Background: an optimization exercise with open tools, aiming at small area and a short achievable clock period. Do not read the settings as production practice. In this exercise RTL edits were held to simulation tests only and were not proved equivalent to the original. Power and IR drop assume default switching activity.

### flow/config.mk
export PLATFORM = sky130hd
export DESIGN_NAME = book_top
export DESIGN_NICKNAME = book_top
export VERILOG_FILES = /design/flow/design.v
export SDC_FILE = /design/flow/constraint.sdc
export NUM_CORES = 4
export LEC_CHECK = 0
export CAP_MARGIN = 20
export CORE_MARGIN = 2
export CORE_UTILIZATION = 40
export SLEW_MARGIN = 20
### flow/constraint.sdc
create_clock -name core_clock -period 5.5 [get_ports {i_clk}]
set_input_delay 1.1000 -clock core_clock [delete_from_list [all_inputs] [get_ports {i_clk}]]
set_output_delay 1.1000 -clock core_clock [all_outputs]
set_load 0.01 [all_outputs]
### flow/design.v
`default_nettype none
package book_types_pkg;
  localparam int KEY_BITS = 16;
  localparam int VOLUME_BITS = 16;
  localparam int LISTSIZE_W = 5;
  typedef logic [KEY_BITS-1:0] key_t;
  typedef logic [VOLUME_BITS-1:0] volume_t;
  typedef logic [LISTSIZE_W-1:0] listsize_t;
  typedef enum logic [1:0] {
    CMD_CLEAR   = 2'd0,
    CMD_ADD     = 2'd1,
    CMD_DELETE  = 2'd2,
    CMD_REPLACE = 2'd3
  } cmd_t;
endpackage
`default_nettype wire
`default_nettype none
package book_cfg_pkg;
  localparam int DEF_ENTRIES_N = 16;
  localparam bit DEF_IS_BID = 1'b1;
endpackage
`default_nettype wire
`timescale 1ns/1ps
`default_nettype none
module book_match #(
  parameter int ENTRIES_N = 8,
  parameter bit IS_BID = 1'b1
) (
  input  book_types_pkg::key_t                      i_key,
  input  logic [ENTRIES_N-1:0]      i_vld,
  input  book_types_pkg::key_t [ENTRIES_N-1:0]      i_keys,
  input  book_types_pkg::volume_t [ENTRIES_N-1:0]   i_volumes,
  output logic [ENTRIES_N-1:0]      o_match_sel,
  output logic                      o_hit,
  output logic                      o_full,
  output logic [ENTRIES_N-1:0]      o_insert_sel,
  output book_types_pkg::volume_t                   o_match_volume
);
  logic [ENTRIES_N-1:0] match_sel;
  logic [ENTRIES_N-1:0] keep_mask;
  always_comb begin
    for (int i = 0; i < ENTRIES_N; i++) begin
      match_sel[i] = i_vld[i] && (i_keys[i] == i_key);
      keep_mask[i] = i_vld[i] && ((i_keys[i] == i_key) ||
                     (IS_BID ? (i_keys[i] > i_key) : (i_keys[i] < i_key)));
    end
  end
  assign o_insert_sel = ~keep_mask & (keep_mask + 1'b1);
  assign o_match_sel = match_sel;
  assign o_hit = |match_sel;
  assign o_full = &i_vld;
  always_comb begin
    o_match_volume = '0;
    for (int i = 0; i < ENTRIES_N; i++) begin
      if (match_sel[i]) begin
        o_match_volume = o_match_volume | i_volumes[i];
      end
    end
  end
endmodule
`default_nettype wire
`timescale 1ns/1ps
`default_nettype none
module book_shift_ctrl #(
  parameter int ENTRIES_N = 8
) (
  input  logic                  i_cmd_vld,
  input  book_types_pkg::cmd_t                  i_cmd,
  input  logic [ENTRIES_N-1:0]  i_vld,
  input  logic [ENTRIES_N-1:0]  i_match_sel,
  input  logic                  i_hit,
  input  logic                  i_full,
  input  logic [ENTRIES_N-1:0]  i_insert_sel,
  output logic [ENTRIES_N-1:0]  o_vld_nxt,
  output logic [ENTRIES_N-1:0]  o_take_right,
  output logic [ENTRIES_N-1:0]  o_take_left,
  output logic [ENTRIES_N-1:0]  o_ins_key,
  output logic [ENTRIES_N-1:0]  o_ins_vol,
  output logic                  o_size_inc,
  output logic                  o_size_dec,
  output logic                  o_size_clr
);
  logic                 op_clr;
  logic                 op_add;
  logic                 op_del;
  logic                 op_rep;
  logic [ENTRIES_N-1:0] add_upper;
  logic [ENTRIES_N-1:0] add_shift;
  logic [ENTRIES_N-1:0] add_vld;
  logic [ENTRIES_N-1:0] del_upper;
  logic [ENTRIES_N-1:0] del_shift;
  logic [ENTRIES_N-1:0] del_vld;
  assign op_clr = i_cmd_vld && (i_cmd == book_types_pkg::CMD_CLEAR);
  assign op_add = i_cmd_vld && (i_cmd == book_types_pkg::CMD_ADD);
  assign op_del = i_cmd_vld && (i_cmd == book_types_pkg::CMD_DELETE);
  assign op_rep = i_cmd_vld && (i_cmd == book_types_pkg::CMD_REPLACE);
  assign add_upper = ~(i_insert_sel - 1'b1);
  assign add_shift = (i_vld & add_upper) << 1;
  assign add_vld = i_vld | add_shift | i_insert_sel;
  assign del_upper = ~(i_match_sel - 1'b1);
  assign del_shift = (i_vld & del_upper) >> 1;
  assign del_vld = (i_vld & ~del_upper) | del_shift;
  always_comb begin
    o_vld_nxt = i_vld;
    if (op_clr) begin
      o_vld_nxt = '0;
    end else if (op_add) begin
      o_vld_nxt = add_vld;
    end else if (op_del) begin
      o_vld_nxt = del_vld;
    end
  end
  assign o_take_right = {ENTRIES_N{op_add}} & add_shift;
  assign o_take_left = {ENTRIES_N{op_del}} & del_upper;
  assign o_ins_key = {ENTRIES_N{op_add}} & i_insert_sel;
  assign o_ins_vol = ({ENTRIES_N{op_add}} & i_insert_sel) |
                     ({ENTRIES_N{op_rep}} & i_match_sel);
  assign o_size_inc = op_add && !i_full;
  assign o_size_dec = op_del && i_hit;
  assign o_size_clr = op_clr;
endmodule
`default_nettype wire
`timescale 1ns/1ps
`default_nettype none
module book_entry_mux #(
  parameter int ENTRIES_N = 8
) (
  input  book_types_pkg::key_t                     i_key,
  input  book_types_pkg::volume_t                  i_volume,
  input  book_types_pkg::key_t [ENTRIES_N-1:0]     i_keys,
  input  book_types_pkg::volume_t [ENTRIES_N-1:0]  i_volumes,
  input  logic [ENTRIES_N-1:0]     i_take_right,
  input  logic [ENTRIES_N-1:0]     i_take_left,
  input  logic [ENTRIES_N-1:0]     i_ins_key,
  input  logic [ENTRIES_N-1:0]     i_ins_vol,
  output book_types_pkg::key_t [ENTRIES_N-1:0]     o_keys_nxt,
  output book_types_pkg::volume_t [ENTRIES_N-1:0]  o_volumes_nxt
);
  for (genvar i = 0; i < ENTRIES_N; i++) begin : g_entry
    book_types_pkg::key_t    key_pushed;
    book_types_pkg::volume_t vol_pushed;
    book_types_pkg::key_t    key_pulled;
    book_types_pkg::volume_t vol_pulled;
    if (i > 0) begin : g_lo
      assign key_pushed = i_take_right[i] ? i_keys[i-1] : i_keys[i];
      assign vol_pushed = i_take_right[i] ? i_volumes[i-1] : i_volumes[i];
    end else begin : g_head
      assign key_pushed = i_keys[i];
      assign vol_pushed = i_volumes[i];
    end
    if (i < ENTRIES_N - 1) begin : g_hi
      assign key_pulled = i_take_left[i] ? i_keys[i+1] : key_pushed;
      assign vol_pulled = i_take_left[i] ? i_volumes[i+1] : vol_pushed;
    end else begin : g_top
      assign key_pulled = key_pushed;
      assign vol_pulled = vol_pushed;
    end
    assign o_keys_nxt[i] = i_ins_key[i] ? i_key : key_pulled;
    assign o_volumes_nxt[i] = i_ins_vol[i] ? i_volume : vol_pulled;
  end
endmodule
`default_nettype wire
`timescale 1ns/1ps
`default_nettype none
module book_state_regs #(
  parameter int ENTRIES_N = 8
) (
  input  logic                     i_clk,
  input  logic                     i_rst_n,
  input  logic [ENTRIES_N-1:0]     i_vld_nxt,
  input  book_types_pkg::key_t [ENTRIES_N-1:0]     i_keys_nxt,
  input  book_types_pkg::volume_t [ENTRIES_N-1:0]  i_volumes_nxt,
  input  logic                     i_size_inc,
  input  logic                     i_size_dec,
  input  logic                     i_size_clr,
  output logic [ENTRIES_N-1:0]     o_vld,
  output book_types_pkg::key_t [ENTRIES_N-1:0]     o_keys,
  output book_types_pkg::volume_t [ENTRIES_N-1:0]  o_volumes,
  output book_types_pkg::listsize_t                o_listsize
);
  always_ff @(posedge i_clk or negedge i_rst_n) begin
    if (!i_rst_n) begin
      o_vld <= '0;
      o_listsize <= '0;
    end else begin
      o_vld <= i_vld_nxt;
      if (i_size_clr) begin
        o_listsize <= '0;
      end else if (i_size_inc) begin
        o_listsize <= o_listsize + 1'b1;
      end else if (i_size_dec) begin
        o_listsize <= o_listsize - 1'b1;
      end
    end
  end
  always_ff @(posedge i_clk) begin
    o_keys <= i_keys_nxt;
    o_volumes <= i_volumes_nxt;
  end
endmodule
`default_nettype wire
`timescale 1ns/1ps
`default_nettype none
module book_notify #(
  parameter int ENTRIES_N = 8
) (
  input  logic                  i_clk,
  input  logic                  i_rst_n,
  input  logic                  i_cmd_vld,
  input  book_types_pkg::cmd_t                  i_cmd,
  input  book_types_pkg::key_t                  i_key,
  input  book_types_pkg::volume_t               i_volume,
  input  logic                  i_head_vld,
  input  logic [ENTRIES_N-1:0]  i_match_sel,
  input  logic [ENTRIES_N-1:0]  i_insert_sel,
  input  book_types_pkg::volume_t               i_match_volume,
  output logic                  o_notify_vld,
  output book_types_pkg::key_t                  o_notify_key,
  output book_types_pkg::volume_t               o_notify_volume
);
  logic    head_change;
  book_types_pkg::volume_t volume_nxt;
  always_comb begin
    head_change = 1'b0;
    volume_nxt = '0;
    if (i_cmd_vld) begin
      case (i_cmd)
        book_types_pkg::CMD_CLEAR: head_change = i_head_vld;
        book_types_pkg::CMD_ADD: begin
          head_change = i_insert_sel[0];
          volume_nxt = i_volume;
        end
        book_types_pkg::CMD_DELETE: begin
          head_change = i_match_sel[0];
          volume_nxt = i_match_volume;
        end
        book_types_pkg::CMD_REPLACE: begin
          head_change = i_match_sel[0];
          volume_nxt = i_volume;
        end
        default: head_change = 1'b0;
      endcase
    end
  end
  always_ff @(posedge i_clk or negedge i_rst_n) begin
    if (!i_rst_n) begin
      o_notify_vld <= 1'b0;
    end else begin
      o_notify_vld <= head_change;
    end
  end
  always_ff @(posedge i_clk) begin
    if (head_change) begin
      o_notify_key <= i_key;
      o_notify_volume <= volume_nxt;
    end
  end
endmodule
`default_nettype wire
`timescale 1ns/1ps
`default_nettype none
module book_top #(
  parameter int ENTRIES_N = book_cfg_pkg::DEF_ENTRIES_N,
  parameter bit IS_BID = book_cfg_pkg::DEF_IS_BID
) (
  input  logic                     i_clk,
  input  logic                     i_rst_n,
  input  logic                     i_cmd_vld,
  input  book_types_pkg::cmd_t                     i_cmd,
  input  book_types_pkg::key_t                     i_key,
  input  book_types_pkg::volume_t                  i_volume,
  output logic [ENTRIES_N-1:0]     o_vld,
  output book_types_pkg::key_t [ENTRIES_N-1:0]     o_keys,
  output book_types_pkg::volume_t [ENTRIES_N-1:0]  o_volumes,
  output book_types_pkg::listsize_t                o_listsize,
  output logic                     o_notify_vld,
  output book_types_pkg::key_t                     o_notify_key,
  output book_types_pkg::volume_t                  o_notify_volume
);
  logic [ENTRIES_N-1:0]     match_sel;
  logic                     hit;
  logic                     full;
  logic [ENTRIES_N-1:0]     insert_sel;
  book_types_pkg::volume_t                  match_volume;
  logic [ENTRIES_N-1:0]     vld_nxt;
  logic [ENTRIES_N-1:0]     take_right;
  logic [ENTRIES_N-1:0]     take_left;
  logic [ENTRIES_N-1:0]     ins_key;
  logic [ENTRIES_N-1:0]     ins_vol;
  logic                     size_inc;
  logic                     size_dec;
  logic                     size_clr;
  book_types_pkg::key_t [ENTRIES_N-1:0]     keys_nxt;
  book_types_pkg::volume_t [ENTRIES_N-1:0]  volumes_nxt;
  book_match #(.ENTRIES_N(ENTRIES_N), .IS_BID(IS_BID)) u_match (
    .i_key(i_key), .i_vld(o_vld), .i_keys(o_keys), .i_volumes(o_volumes),
    .o_match_sel(match_sel), .o_hit(hit), .o_full(full),
    .o_insert_sel(insert_sel), .o_match_volume(match_volume)
  );
  book_shift_ctrl #(.ENTRIES_N(ENTRIES_N)) u_shift_ctrl (
    .i_cmd_vld(i_cmd_vld), .i_cmd(i_cmd), .i_vld(o_vld),
    .i_match_sel(match_sel), .i_hit(hit), .i_full(full), .i_insert_sel(insert_sel),
    .o_vld_nxt(vld_nxt), .o_take_right(take_right), .o_take_left(take_left),
    .o_ins_key(ins_key), .o_ins_vol(ins_vol),
    .o_size_inc(size_inc), .o_size_dec(size_dec), .o_size_clr(size_clr)
  );
  book_entry_mux #(.ENTRIES_N(ENTRIES_N)) u_entry_mux (
    .i_key(i_key), .i_volume(i_volume), .i_keys(o_keys), .i_volumes(o_volumes),
    .i_take_right(take_right), .i_take_left(take_left),
    .i_ins_key(ins_key), .i_ins_vol(ins_vol),
    .o_keys_nxt(keys_nxt), .o_volumes_nxt(volumes_nxt)
  );
  book_state_regs #(.ENTRIES_N(ENTRIES_N)) u_state_regs (
    .i_clk(i_clk), .i_rst_n(i_rst_n),
    .i_vld_nxt(vld_nxt), .i_keys_nxt(keys_nxt), .i_volumes_nxt(volumes_nxt),
    .i_size_inc(size_inc), .i_size_dec(size_dec), .i_size_clr(size_clr),
    .o_vld(o_vld), .o_keys(o_keys), .o_volumes(o_volumes), .o_listsize(o_listsize)
  );
  book_notify #(.ENTRIES_N(ENTRIES_N)) u_notify (
    .i_clk(i_clk), .i_rst_n(i_rst_n),
    .i_cmd_vld(i_cmd_vld), .i_cmd(i_cmd), .i_key(i_key), .i_volume(i_volume),
    .i_head_vld(o_vld[0]), .i_match_sel(match_sel), .i_insert_sel(insert_sel),
    .i_match_volume(match_volume),
    .o_notify_vld(o_notify_vld), .o_notify_key(o_notify_key),
    .o_notify_volume(o_notify_volume)
  );
endmodule
`default_nettype wire
### flow/run.sh
#!/bin/bash
# synth_recipe.tcl (not shown) runs the flow's synth.tcl, then flattens the netlist and writes it again
# the make line also repeats each setting of config.mk as NAME=value (left out here)
make -C /OpenROAD-flow-scripts/flow DESIGN_CONFIG=/design/flow/config.mk WORK_HOME=/design/flow/orfs CLKGATE_MAP_FILE= SYNTH_SCRIPT=/design/flow/synth_recipe.tcl finish
==> flow_metrics.py <==
metrics = {
    "place": {
        "place_inst": 5173,
        "hpwl_um": 131000,
        "gp_congestion": 0.9988,
        "port_buffers": 602,
    },
    "setup_path": {
        "crit_required_ns": 5.88,
        "path_max_fanout": 16,
        "startpoint": "i_key[11]",
        "r2r_setup_slack_ns": 1.33,
        "worstPathArrival_ns": 5.33,
        "reg2reg_from": "u_state_regs.o_keys[25]",
        "critPathLaunchType": "input pin",
        "crit_path_end_kind": "flop",
        "reg2regPathDepth": 11,
        "crit_type": "input pin to flop",
    },
    "floorplanning": {
        "die_w_um": 306.1,
        "rows": 110,
        "dieArea_mm2": 0.09372,
        "chipHeight_um": 306.1,
        "core_area_mm2": 0.09029,
        "io-pin-count": 603,
        "initial_core_util_pct": 40.44,
    },
    "grt": {
        "grt.overflow.total": 0,
        "antenna_found_initial": 1,
        "grt_usage_pct": 35.63,
        "grt_pass1_wl_um": 240900,
        "grt_pass1_vias": 31450,
        "grt_max_degree": 34,
    },
    "clocking": {
        "clkTransAtPathRegs_ns": 0.06,
        "cts_buffer_depth": 3,
        "cts_buffers": 70,
        "ctsHoldBuffers": 0,
        "cts-root-buf": "clkbuf_16",
        "cts_resized": 0,
        "clk-insertion-delay-late_ns": 0.63,
        "cts_max_level": 3,
        "cts_sinks": 566,
        "post_cts_buffers": 0,
        "cts_tree": "built",
    },
    "min_path": {
        "hold_class": "flop to flop",
        "min_delay_path_depth": 1,
        "hold_path_startpoint": "u_state_regs.o_listsize[4]",
    },
    "pwr": {
        "power.internal_mw": 7.960,
        "p_leak_nw": 17.78,
        "combPwrFrac_pct": 10.9,
        "power.share.sequential_pct": 46.7,
        "p_sw_mw": 2.865,
        "ir_worst_vdd_mv": 0.2110,
        "sw_frac_of_total_pct": 26.47,
        "p_clk_share_pct": 42.3,
        "power.density_mw_per_mm2": 227.7,
    },
    "drt": {
        "firstDrtPassIters": 6,
        "drt-total-wl_um": 172300,
        "wl_per_cell_um": 32.53,
        "drt_iter0_drc": 3591,
        "drc": 0,
        "via_per_inst": 6.189,
        "vias": 32780,
        "ant_nets": 0,
    },
    "yosys": {
        "syn_avg_cell_area_um2": 10.61,
        "synth_cell_types": 83,
        "synth_area_mm2": 0.03652,
        "ys_async_sr_fraction_pct": 3.887,
        "synth-seq-area-share_pct": 46.24,
        "syn_inst": 3441,
        "synthFlopType": "edfxtp_1",
        "ys_ff_latch": 566,
        "synth_edf_count": 544,
        "synth_fp_nets": 3740,
        "synth_warnings": 4,
    },
    "run": {
        "drv_cap": 0,
    },
    "timing": {
        "min_period_over_period_pct": 90.08,
        "slew_headroom_pct": 30.37,
        "min_period_ns": 4.955,
        "setup_violations": 0,
        "final_hold_viol_count": 0,
        "worst_slew_pin_slew_ns": 1.038,
        "grt_setup_unrepaired": "no",
        "maxSlewViolCount": 0,
        "fmaxAchievable_mhz": 201.8,
        "fin_skew_ns": 0.02464,
    },
    "cells_and_area": {
        "final_cell_mix": "clkdlybuf4s50_1 (601), edfxtp_1 (544), mux2i_1 (421)",
        "drive_gt1_share_pct": 11.65,
        "antenna_cells": 0,
        "fillers": 8098,
        "final_cell_count_no_fill": 5296,
        "final_common_cell": "clkdlybuf4s50_1",
        "area_delta_synth_final_pct": 30.18,
        "post-route-util_pct": 52.65,
        "nets": 4368,
    },
    "status": {
        "status": "timing/DRC/antenna clean",
    },
}
cells in the mapped netlist, types with 15 or more instances:
library cell / n / area [µm²]
ha_1: 261 / 3266
buf_2: 29 / 145.1
nand3_1: 49 / 245.2
a211oi_1: 22 / 165.2
a21oi_1: 292 / 1461
nand2_1: 360 / 1351
a22oi_1: 78 / 585.6
dfrtp_1: 22 / 550.5
mux2_2: 118 / 1329
nand4_1: 70 / 437.9
clkbuf_1: 192 / 720.7
nand2b_1: 18 / 112.6
edfxtp_1: 544 / 16340
and3_1: 15 / 93.84
mux2i_1: 422 / 4224
inv_1: 52 / 195.2
nor3_1: 21 / 105.1
a21o_1: 36 / 270.3
a22o_1: 18 / 157.7
nor2b_1: 23 / 143.9
nor2_1: 232 / 870.8
and2_1: 16 / 100.1
nor4_1: 18 / 112.6
o211ai_1: 16 / 120.1
o21ai_0: 291 / 1456
sequential cells by signal (all words and copies together), names as in the netlist:
register	cells
u_state_regs.o_vld	16
u_notify.o_notify_key	16
u_state_regs.o_volumes	256
u_notify.o_notify_volume	16
u_state_regs.o_listsize	5
u_state_regs.o_keys	256
u_notify.o_notify_vld	1
per-stage QoR:
| stage | instance area, µm² | hold slack [ns] | power (mW) | setup TNS (ns) | setup WS (ns) |
|---|---|---|---|---|---|
| global placement | 45350 | 0.4753 | 6.292 | 0 | 0.002604 |
| CTS | 47530 | 0.4835 | 10.83 | 0 | 0.6005 |
| global route | 47540 | 0.5194 | 11.09 | 0 | 0.3071 |
| detailed placement | 45350 | 0.4755 | 6.305 | -0.6753 | -0.02844 |
| floorplan | 36520 | 0.5092 | 5.599 | 0 | 0.2839 |
| finish | 47540 | 0.4803 | 10.83 | 0 | 0.5454 |
final cells by class:
type,count,area (µm²),share of cell area (%)
well taps,1176,1471,3.095
clock buffers,90,1901,3.998
clock inverters,33,279.0,0.5870
inverters,52,195.2,0.4106
flip-flops and latches,566,16890,35.52
repair buffers,799,8150,17.15
multi-input cells,2580,18650,39.24
per-layer routing:
layer	vias up	routed length, µm	GRT usage [%]
met4	2	8224	14.83
met5	-	10	0
met3	384	18050	10.21
met1	16080	65790	44.05
met2	1987	80210	58.36
li1	14320	-	-
cell families (layout without fill, tap and decap cells):
group	Yosys count	after routing	synth area share [%]
AO/OA/AOI/OAI	880	880	14.46
AND/OR/NAND/NOR	877	877	11.11
flip-flops	566	566	46.24
multiplexers	550	550	15.62
buffers and inverters	295	974	3.303
adder cells (fa/ha/maj)	262	262	8.998
XOR/XNOR	11	11	0.2638
worst max-delay path, stage by stage:
cell and delay [ns]:
clkdlybuf4s50_1 0.54, inv_1 0.10, buf_12 0.16, buf_4 0.17, ha_1 0.32, nand4_1 0.15, nor4_1 0.59, o31ai_1 0.20
a222oi_1 0.51, buf_4 0.23, nand4_1 0.15, or3b_1 0.47, a31o_2 0.26, nand2b_1 0.19, buf_12 0.18
power groups by stage:
stage	clock network (mW)	logic [mW]	registers [mW]
floorplan	0	0.545	5.05
global placement	0	1.15	5.14
detailed placement	0	1.17	5.14
CTS	4.60	1.17	5.05
global route	4.76	1.28	5.06
finish	4.58	1.18	5.06
path summary, 6_finish.rpt:
kind / end
max: u_state_regs.o_volumes[234]
min: u_state_regs.o_listsize[4]
max reg2reg: u_state_regs.o_volumes[234]
min reg2reg: u_state_regs.o_listsize[4]
max in group asynchronous: u_state_regs.o_vld[6]
min in group asynchronous: u_state_regs.o_listsize[4]

==> what the ideal ports hide <==
How much do the figures lean on ideal ports? The routed layout below was timed once more, with nothing changed but the port constraints. Step 1 assumes that a clkbuf_16 drives the clock port and a buf_2 every other input. Step 2 times the ports against the registers' clock, not the clock port: input delays grow and output delays shrink by t, the midpoint of the rising clock arrivals with the driver on. a / b / c = ideal ports / drivers / drivers and shift; a / b = the first two.
t (ns): 0.692
slack for setup (ns): 0.545 / 0.583 / -0.109
hold slack, ns: 0.480 / 0.480 / 0.480
slew at the worst register clock pin (ns): 0.06 / 0.06
worst slew at a driven data input, ns: 0.13
With both steps, setup timing fails in this run, where it was met with ideal ports. For this run, drivers alone change the setup slack by +0.038 ns; drivers and shift together by -0.654 ns.
